This is an optimization exercise on Yosys and OpenROAD, whose aim is small area and a short achievable clock period, not a production implementation. Only simulation tests tie the RTL to the original design; equivalence was not proved. Power and IR drop assume default switching activity.

Design offload_hub, start of the top module:
module offload_hub (
  input  logic                                                       clk_i,
  input  logic                                                       rst_ni,
  input  logic                                                       acc_qvalid_i,
  output logic                                                       acc_qready_o,
  input  logic [offload_pkg::TargetWidth-1:0]                        acc_qtarget_i,
  input  logic [offload_pkg::IdWidth-1:0]                            acc_qid_i,
  input  logic [offload_pkg::DataWidth-1:0]                          acc_qop_i,
  input  logic [offload_pkg::DataWidth-1:0]                          acc_qarga_i,
  input  logic [offload_pkg::DataWidth-1:0]                          acc_qargb_i,
  output logic                                                       acc_pvalid_o,
  input  logic                                                       acc_pready_i,
  output logic [offload_pkg::IdWidth-1:0]                            acc_pid_o,
  output logic [offload_pkg::DataWidth-1:0]                          acc_pdata_o,
  output logic                                                       acc_perror_o,
  output logic [offload_pkg::NumExt-1:0]                             ext_qvalid_o,
  input  logic [offload_pkg::NumExt-1:0]                             ext_qready_i,
  output logic [offload_pkg::IdWidth-1:0]                            ext_qid_o,
  output logic [offload_pkg::DataWidth-1:0]                          ext_qop_o,
  output logic [offload_pkg::DataWidth-1:0]                          ext_qarga_o,
  output logic [offload_pkg::DataWidth-1:0]                          ext_qargb_o,
  input  logic [offload_pkg::NumExt-1:0]                             ext_pvalid_i,
  output logic [offload_pkg::NumExt-1:0]                             ext_pready_o,
  input  logic [offload_pkg::NumExt-1:0][offload_pkg::IdWidth-1:0]   ext_pid_i,
  input  logic [offload_pkg::NumExt-1:0][offload_pkg::DataWidth-1:0] ext_pdata_i,
  input  logic [offload_pkg::NumExt-1:0]                             ext_perror_i
);
export LEC_CHECK = 0
export CAP_MARGIN = 20
export CORE_MARGIN = 2
export CORE_UTILIZATION = 65
export CTS_BUF_LIST = sky130_fd_sc_hd__clkbuf_16
export CTS_CLUSTER_DIAMETER = 60
export CTS_CLUSTER_SIZE = 24
export PLACE_DENSITY = 0.75
export SETUP_SLACK_MARGIN = 3.2
export SLEW_MARGIN = 20
export SYNTH_HIERARCHICAL = 1
export SYNTH_MINIMUM_KEEP_SIZE = 0
create_clock -name core_clock -period 7.0 [get_ports {clk_i}]
standard.sh (not shown) runs the stock make flow with config.mk's settings and CLKGATE_MAP_FILE= SYNTH_SCRIPT=/design/flow/synth_recipe.tcl, a recipe that flattens the netlist after the stock synthesis.
==> flow/flow/run.sh <==
#!/bin/bash
# Standard layout, with the port buffers inserted as plain buffers
# (resizable later) instead of the default delay cells.
set -euo pipefail
bash standard.sh synth > synth.log 2>&1
export BUFFER_PORTS_ARGS="-buffer_cell sky130_fd_sc_hd__buf_1"
bash standard.sh finish > layout.log 2>&1
==> next run, changes <==
--- a/flow/design.v
+++ b/flow/design.v
@@ -88,22 +88,22 @@
 module offload_nand2 (
   input  logic a_i,
   input  logic b_i,
   output logic y_o
 );
   assign y_o = ~(a_i & b_i);
 endmodule
-module offload_ao22 (
+module offload_aoi22 (
   input  logic a0_i,
   input  logic b0_i,
   input  logic a1_i,
   input  logic b1_i,
-  output logic y_o
-);
-  assign y_o = (a0_i & b0_i) | (a1_i & b1_i);
+  output logic y_no
+);
+  assign y_no = ~((a0_i & b0_i) | (a1_i & b1_i));
 endmodule
 `timescale 1ns/10ps
 module offload_hub (
   input  logic                                                       clk_i,
   input  logic                                                       rst_ni,
   input  logic                                                       acc_qvalid_i,
   output logic                                                       acc_qready_o,
@@ -180,26 +180,26 @@
   always_comb begin
     for (int i = 0; i < offload_pkg::NumExt; i++) begin
       pay[i] = {ext_perror_i[i], ext_pid_i[i], ext_pdata_i[i]};
     end
     pay[4] = {rsp_error_q, rsp_id_q, rsp_data_q};
   end
   for (genvar b = 0; b < PW; b++) begin : g_pay
-    logic y01, y23;
-    offload_ao22 i_ao01 (
+    logic y01_n, y23_n;
+    offload_aoi22 i_ao01 (
       .a0_i (sel_c[b / GrpW][0]), .b0_i (pay[0][b]),
       .a1_i (sel_c[b / GrpW][1]), .b1_i (pay[1][b]),
-      .y_o  (y01)
+      .y_no (y01_n)
     );
-    offload_ao22 i_ao23 (
+    offload_aoi22 i_ao23 (
       .a0_i (sel_c[b / GrpW][2]), .b0_i (pay[2][b]),
       .a1_i (sel_c[b / GrpW][3]), .b1_i (pay[3][b]),
-      .y_o  (y23)
+      .y_no (y23_n)
     );
-    assign pay_o[b] = y01 | y23 | (sel_c[b / GrpW][4] & pay[4][b]);
+    assign pay_o[b] = ~(y01_n & y23_n & ~(sel_c[b / GrpW][4] & pay[4][b]));
   end
   assign {acc_perror_o, acc_pid_o, acc_pdata_o} = pay_o;
   assign ext_pready_o = sel[3:0] & {4{acc_pready_i}};
   logic                           stall;
   logic                           xfer;
   logic [NumRsp-1:0]              rr_d;
   logic [NumRsp-1:0][NumRsp-1:0]  blk_rr;
Outcome:
- global-route usage increases by 0.12 points
- wire length is about the same
- power decreases by 0.77%
- die area grows by 0.97%
- register-to-register slack degrades by 0.08 ns
- sequential cell count stays the same
- hold slack hardly moves
- critical path depth came out higher by 1
- via count went up by 0.43%
- design area rose by 0.66%
- worst setup slack gains 0.0087 ns

Starting RTL as in the previous note.
export LEC_CHECK = 0
export CAP_MARGIN = 20
export CORE_MARGIN = 2
export CORE_UTILIZATION = 65
export CTS_BUF_LIST = sky130_fd_sc_hd__clkbuf_16
export CTS_CLUSTER_DIAMETER = 60
export CTS_CLUSTER_SIZE = 24
export PLACE_DENSITY = 0.75
export SETUP_SLACK_MARGIN = 3.0
export SLEW_MARGIN = 20
export SYNTH_HIERARCHICAL = 1
export SYNTH_MINIMUM_KEEP_SIZE = 0
create_clock -name core_clock -period 7.0 [get_ports {clk_i}]
Scripts as last shown in full above: flow/flow/run.sh
Next try:
--- a/flow/design.v
+++ b/flow/design.v
@@ -46,44 +46,39 @@
           if (((j - p + N) % N) < ((i - p + N) % N)) begin
             blk_o[i][j] = blk_o[i][j] | rr_i[p];
           end
         end
       end
     end
   end
 endmodule
-module offload_arb_free (
+module offload_arb_sel (
   input  logic [offload_pkg::NumExt-1:0]                             valid_i,
+  input  logic [offload_pkg::NumRsp-1:0]                             en_i,
   input  logic [offload_pkg::NumRsp-1:0][offload_pkg::NumExt-1:0]    blk_i,
-  output logic [offload_pkg::NumRsp-1:0][offload_pkg::NumExt-1:0]    free_o
-);
+  output logic [offload_pkg::NumRsp-1:0]                             sel_o
+);
+  logic [offload_pkg::NumRsp-1:0][offload_pkg::NumExt-1:0] free;   
   for (genvar i = 0; i < offload_pkg::NumRsp; i++) begin : g_row
     for (genvar j = 0; j < offload_pkg::NumExt; j++) begin : g_col
       if (i == j) begin : g_self
-        assign free_o[i][j] = 1'b1;
+        assign free[i][j] = 1'b1;
       end else begin : g_other
         offload_nand2 i_nand (
           .a_i (valid_i[j]),
           .b_i (blk_i[i][j]),
-          .y_o (free_o[i][j])
+          .y_o (free[i][j])
         );
       end
     end
   end
-endmodule
-module offload_arb_sel (
-  input  logic [offload_pkg::NumExt-1:0]                             valid_i,
-  input  logic [offload_pkg::NumRsp-1:0]                             en_i,
-  input  logic [offload_pkg::NumRsp-1:0][offload_pkg::NumExt-1:0]    free_i,
-  output logic [offload_pkg::NumRsp-1:0]                             sel_o
-);
   always_comb begin
     for (int i = 0; i < offload_pkg::NumRsp; i++) begin
-      sel_o[i] = en_i[i] & (&free_i[i]);
+      sel_o[i] = en_i[i] & (&free[i]);
       if (i < offload_pkg::NumExt) begin
         sel_o[i] = sel_o[i] & valid_i[i];
       end
     end
   end
 endmodule
 module offload_nand2 (
   input  logic a_i,
@@ -156,27 +151,21 @@
     end
   end
   localparam int unsigned PW    = DW + IW + 1;      
   localparam int unsigned NGrp  = 4;                
   localparam int unsigned GrpW  = (PW + NGrp - 1) / NGrp;
   logic [NGrp:0][NumRsp-1:0]      sel_c;            
   logic [NumRsp-1:0][PW-1:0]      pay;
   logic [PW-1:0]                  pay_o;
-  logic [NumRsp-1:0][NumRsp-2:0]  free;
-  offload_arb_free i_arb_free (
-    .valid_i (ext_pvalid_i),
-    .blk_i   (blk),
-    .free_o  (free)
-  );
   for (genvar c = 0; c <= NGrp; c++) begin : g_sel
     offload_arb_sel i_arb_sel (
       .valid_i (ext_pvalid_i),
       .en_i    (en),
-      .free_i  (free),
+      .blk_i   (blk),
       .sel_o   (sel_c[c])
     );
   end
   assign sel = sel_c[NGrp];
   assign acc_pvalid_o = |sel;
   always_comb begin
     for (int i = 0; i < offload_pkg::NumExt; i++) begin
       pay[i] = {ext_perror_i[i], ext_pid_i[i], ext_pdata_i[i]};
Effect: Power is higher by a few percent. Final cell count grows by a few percent. Via count grows by a few percent. Worst setup slack loses 0.12 ns. Core utilization came out lower by 0.15 points. Combinational power rose by about a fifth. Global-route usage came out higher by 0.40 points. Maximum frequency went down by a few percent. Flip-flop and latch count is unchanged. Worst hold slack is worse by 0.0035 ns. Synthesized area grows slightly. Cell area climbs slightly. Clock power is about the same.

## what the ideal ports hide
Ports are ideal in the flow. The routed layouts listed here were re-timed in OpenROAD. Step 1 (the two cells are an assumption about what drives the block):
set clk [get_ports {clk_i}]
set_driving_cell -lib_cell sky130_fd_sc_hd__clkbuf_16 $clk
set_driving_cell -lib_cell sky130_fd_sc_hd__buf_2 [delete_from_list [all_inputs] $clk]
Step 2 times the ports against the registers' clock, not the clock port: input delays grow and output delays shrink by t, the midpoint of the rising clock arrivals with the driver on. Slacks: no drivers / after step 1 / after step 2; pairs: no drivers / after step 1.
run	t (ns)	setup slack, ns	hold WS [ns]
the first run of note 1	0.700	2.961 / 2.871 / 2.395	0.582 / 0.582 / 0.582
the second run of note 1	0.678	2.969 / 2.918 / 2.566	0.585 / 0.585 / 0.585
the first run of note 2	0.678	2.914 / 2.767 / 2.348	0.599 / 0.599 / 0.599
the second run of note 2	0.688	2.792 / 2.734 / 2.165	0.595 / 0.595 / 0.595
After both steps setup and hold are still met in every run listed. The setup slack of the second run of note 2, which loses most, moves by -0.058 ns with the drivers and by -0.627 ns with both steps.
